Background: an optimization exercise with open tools, aiming at small area, a short achievable clock period and few clock cycles per item. Do not read the settings as production practice.
The RTL was checked by simulation tests, not by an equivalence proof against the original design.
No activity file was given, so power comes from the tool's default toggle rates.

Design fltr_sched, start of the top module:
module fltr_sched #(
   parameter int unsigned NCH  = 4,
   parameter int unsigned TAPS = 4,
   parameter int unsigned DW   = 16,
   parameter int unsigned CW   = 16,
   parameter int unsigned OW   = 32
) (
   input  logic                     clk,
   input  logic                     rst_n,
   input  logic [NCH-1:0]           req_vld,
   input  logic [NCH*DW-1:0]        req_data,
   output logic [NCH-1:0]           req_rdy,
   input  logic                     cfg_we,
   input  logic [$clog2(TAPS)-1:0]  cfg_addr,
   input  logic [CW-1:0]            cfg_coef,
   output logic                     cfg_busy,
   output logic                     out_vld,
   input  logic                     out_rdy,
   output logic [$clog2(NCH)-1:0]   out_ch,
   output logic [OW-1:0]            out_data
);
   logic [3:0][7:0]   bone, btwo, bneg;    
   logic [3:0][2:0][15:0] hist_q;    
   logic [3:0][1:0]   cnt_q;         
   logic [3:0][15:0]  op_q;          
   logic              a_vld_q;
   logic [1:0]        a_ch_q;
   logic              o_vld_q;
   logic [1:0]        o_ch_q;
   logic [33:0]       o_ra_q, o_rb_q;
   logic [15:0] hp_q, hp_d;
   function automatic logic [15:0] hp_for(input int last);
      hp_for = '0;
      for (int g = 0; g < 4; g++)
         for (int h = 0; h < 4; h++)
            if (((h - last + 7) % 4) < ((g - last + 7) % 4)) hp_for[4*g+h] = 1'b1;
   endfunction
   logic [3:0] gnt;
   logic [1:0] gnt_ch;
   always_comb begin
      for (int g = 0; g < 4; g++) gnt[g] = req_vld[g] && ((req_vld & hp_q[4*g +: 4]) == 4'b0);
      gnt_ch = {gnt[3] | gnt[2], gnt[3] | gnt[1]};
   end
   always_comb begin
      hp_d = '0;
      for (int c = 0; c < 4; c++) if (gnt[c]) hp_d = hp_d | hp_for(c);
   end
   logic out_move, acc_ok, hs;
   assign out_move = !o_vld_q || out_rdy;
   assign acc_ok   = !a_vld_q || out_move;
   assign hs       = acc_ok && (req_vld != 4'b0);
   logic stall_q;    
   assign stall_q = a_vld_q && o_vld_q;
   for (genvar g = 0; g < 4; g++) begin : g_rdy
      fltr_rdy u_rdy (.vg(req_vld[g]), .v(req_vld), .m(hp_q[4*g +: 4]), .stall(stall_q),
                      .ordy(out_rdy), .rdy(req_rdy[g]));
   end
   logic [3:0][3:0] osel;      
   always_comb begin
      for (int c = 0; c < 4; c++) begin
         osel[0][c] = gnt[c];
  ...
clock: 11.0 ns
lec_check: 0
cap_margin: 20
core_margin: 2
core_utilization: 60
cts_cluster_diameter: 100
cts_cluster_size: 24
slew_margin: 20
synth_hierarchical: 1
synth_minimum_keep_size: 0
tns_end_percent: 15
standard.sh (not shown) runs the stock make flow with config.mk's settings and CLKGATE_MAP_FILE= SYNTH_SCRIPT=/design/flow/synth_recipe.tcl, a recipe that flattens the netlist after the stock synthesis.
==> flow/flow/run.sh <==
#!/bin/bash
# Standard synthesis (bash standard.sh synth) and the standard layout, with a larger
# setup slack margin for ORFS's repair_timing steps so the layout is optimised beyond the
# 11 ns constraint. Logs: synth.log, layout.log (ORFS's per-step logs are under orfs/logs).
set -uo pipefail
MARGIN=6.0
bash standard.sh synth > synth.log 2>&1 || { tail -50 synth.log; exit 1; }
bash standard.sh SETUP_SLACK_MARGIN=$MARGIN "BUFFER_PORTS_ARGS=-buffer_cell sky130_fd_sc_hd__buf_1" REMOVE_ABC_BUFFERS=1 finish > layout.log 2>&1 || { tail -50 layout.log; exit 1; }
The first run completed with no timing, DRC or antenna violations.
Testbench counts at the start, summed over its fixed seeds: cycles 2,064, items 2,048.
Rerun with:
--- a/flow/flow/run.sh
+++ b/flow/flow/run.sh
@@ -6,3 +6,3 @@
 MARGIN=6.0
 bash standard.sh synth > synth.log 2>&1 || { tail -50 synth.log; exit 1; }
-bash standard.sh SETUP_SLACK_MARGIN=$MARGIN "BUFFER_PORTS_ARGS=-buffer_cell sky130_fd_sc_hd__buf_1" REMOVE_ABC_BUFFERS=1 finish > layout.log 2>&1 || { tail -50 layout.log; exit 1; }
+bash standard.sh SETUP_SLACK_MARGIN=$MARGIN "BUFFER_PORTS_ARGS=-buffer_cell sky130_fd_sc_hd__buf_4" REMOVE_ABC_BUFFERS=1 finish > layout.log 2>&1 || { tail -50 layout.log; exit 1; }
- TNS_END_PERCENT: 15 -> 30
Outcome: Routed wire length stays flat. Power hardly moves. Setup slack improved by 58 ps. Worst hold slack hardly moves. Clock power shrinks by about 10%. Register-to-register slack improved by 130 ps. Sequential power hardly moves. Global-route usage shrinks by 0.24 points.
Rerun with:
--- a/flow/flow/run.sh
+++ b/flow/flow/run.sh
@@ -6,3 +6,3 @@
 MARGIN=6.0
 bash standard.sh synth > synth.log 2>&1 || { tail -50 synth.log; exit 1; }
-bash standard.sh SETUP_SLACK_MARGIN=$MARGIN "BUFFER_PORTS_ARGS=-buffer_cell sky130_fd_sc_hd__buf_4" REMOVE_ABC_BUFFERS=1 finish > layout.log 2>&1 || { tail -50 layout.log; exit 1; }
+bash standard.sh SETUP_SLACK_MARGIN=$MARGIN "BUFFER_PORTS_ARGS=-buffer_cell sky130_fd_sc_hd__buf_2" REMOVE_ABC_BUFFERS=1 finish > layout.log 2>&1 || { tail -50 layout.log; exit 1; }
- CAP_MARGIN: 20 -> 10
- SLEW_MARGIN: 20 -> 10
- TNS_END_PERCENT: 30 -> 15
Effect: Combinational power went down by about 1%. Clock power is higher by about 10%. Design area came out lower by about 1.2%. Worst setup slack gets worse by 80 ps. Final cell count came out lower by about 0.6%. Count of clock-buffer cells in the layout increases by 2. Sequential power stays flat. Synthesized area stays the same. Routed wire length went down by 1.8%.

========
fltr_sched again, from the RTL that the note above started with.
Design fltr_sched, start of the top module:
module fltr_sched #(
   parameter int unsigned NCH  = 4,
   parameter int unsigned TAPS = 4,
   parameter int unsigned DW   = 16,
   parameter int unsigned CW   = 16,
   parameter int unsigned OW   = 32
) (
   input  logic                     clk,
   input  logic                     rst_n,
   input  logic [NCH-1:0]           req_vld,
   input  logic [NCH*DW-1:0]        req_data,
   output logic [NCH-1:0]           req_rdy,
   input  logic                     cfg_we,
   input  logic [$clog2(TAPS)-1:0]  cfg_addr,
   input  logic [CW-1:0]            cfg_coef,
   output logic                     cfg_busy,
   output logic                     out_vld,
   input  logic                     out_rdy,
   output logic [$clog2(NCH)-1:0]   out_ch,
   output logic [OW-1:0]            out_data
);
clock: 11.0 ns
lec_check: 0
cap_margin: 20
core_margin: 2
core_utilization: 60
cts_cluster_diameter: 100
cts_cluster_size: 24
slew_margin: 20
synth_hierarchical: 1
synth_minimum_keep_size: 0
tns_end_percent: 15
==> flow/flow/run.sh <==
#!/bin/bash
# Standard synthesis (bash standard.sh synth) and the standard layout, with a larger
# setup slack margin for ORFS's repair_timing steps so the layout is optimised beyond the
# 11 ns constraint. Logs: synth.log, layout.log (ORFS's per-step logs are under orfs/logs).
set -uo pipefail
MARGIN=6.0
bash standard.sh synth > synth.log 2>&1 || { tail -50 synth.log; exit 1; }
bash standard.sh SETUP_SLACK_MARGIN=$MARGIN "BUFFER_PORTS_ARGS=-buffer_cell sky130_fd_sc_hd__buf_4" REMOVE_ABC_BUFFERS=1 finish > layout.log 2>&1 || { tail -50 layout.log; exit 1; }
Testbench counts at the start, summed over its fixed seeds: cycles 2,064, items 2,048.
Edit:
--- a/flow/flow/run.sh
+++ b/flow/flow/run.sh
@@ -4,5 +4,5 @@
 # 11 ns constraint. Logs: synth.log, layout.log (ORFS's per-step logs are under orfs/logs).
 set -uo pipefail
-MARGIN=6.0
+MARGIN=6.3
 bash standard.sh synth > synth.log 2>&1 || { tail -50 synth.log; exit 1; }
 bash standard.sh SETUP_SLACK_MARGIN=$MARGIN "BUFFER_PORTS_ARGS=-buffer_cell sky130_fd_sc_hd__buf_4" REMOVE_ABC_BUFFERS=1 finish > layout.log 2>&1 || { tail -50 layout.log; exit 1; }
Outcome: The new run completed with no timing, DRC or antenna violations; setup slack is worse by 0.081 ns; flip-flop and latch count is unchanged; synthesized area stays the same; combinational power is higher by 3.1%; global-route usage is higher by 0.44 points; utilization is higher by 1.1 points; critical path depth is higher by 3; first-iteration DRC count is higher by 14%.
Edit:
--- a/flow/flow/run.sh
+++ b/flow/flow/run.sh
@@ -4,5 +4,5 @@
 # 11 ns constraint. Logs: synth.log, layout.log (ORFS's per-step logs are under orfs/logs).
 set -uo pipefail
-MARGIN=6.3
+MARGIN=5.75
 bash standard.sh synth > synth.log 2>&1 || { tail -50 synth.log; exit 1; }
 bash standard.sh SETUP_SLACK_MARGIN=$MARGIN "BUFFER_PORTS_ARGS=-buffer_cell sky130_fd_sc_hd__buf_4" REMOVE_ABC_BUFFERS=1 finish > layout.log 2>&1 || { tail -50 layout.log; exit 1; }
Settings changed: TNS_END_PERCENT 15 to 5.
Final area went down by about 5%.
Die area stays the same.
Total power went down by about 7%.
Via count drops by about 2.1%.
Sequential power hardly moves.
Count of clock-buffer cells in the layout is unchanged.
Worst hold slack hardly moves.
Wire length decreases by about 3.3%.

==> afterwards: timing with drivers on the ports <==
The results above use ideal ports. As a check the final layouts listed here were re-extracted and re-timed, cells and wires unchanged.
Step 1: set_driving_cell puts a clkbuf_16 on clk and a buf_2 on each other input, an assumption about the parent block.
Step 2 also shifts input and output timing later by t, the mid clock arrival at the registers, as if the neighbouring blocks saw the same clock.
a / b / c = ideal ports / drivers / drivers and shift; a / b = the first two.
run | shift t [ns] | setup WS [ns] | hold WS [ns] | latest minus earliest clock arrival (ns) | slew at the worst register clock pin (ns)
the first run of note 1 | 0.684 | 5.851 / 5.786 / 5.857 | 0.434 / 0.434 / 0.434 | 0.046 / 0.046 | 0.11 / 0.11
the second run of note 1 | 0.676 | 5.909 / 5.842 / 5.911 | 0.433 / 0.433 / 0.433 | 0.052 / 0.052 | 0.11 / 0.11
the third run of note 1 | 0.685 | 5.829 / 5.760 / 5.878 | 0.426 / 0.426 / 0.426 | 0.071 / 0.071 | 0.11 / 0.11
the first run of note 2 | 0.674 | 5.886 / 5.819 / 5.908 | 0.434 / 0.434 / 0.434 | 0.047 / 0.046 | 0.11 / 0.11
the second run of note 2 | 0.672 | 5.805 / 5.744 / 5.910 | 0.434 / 0.434 / 0.434 | 0.051 / 0.052 | 0.11 / 0.11
the third run of note 2 | 0.673 | 5.712 / 5.712 / 5.712 | 0.433 / 0.433 / 0.433 | 0.046 / 0.046 | 0.11 / 0.11
After both steps setup and hold are still met in every run listed.
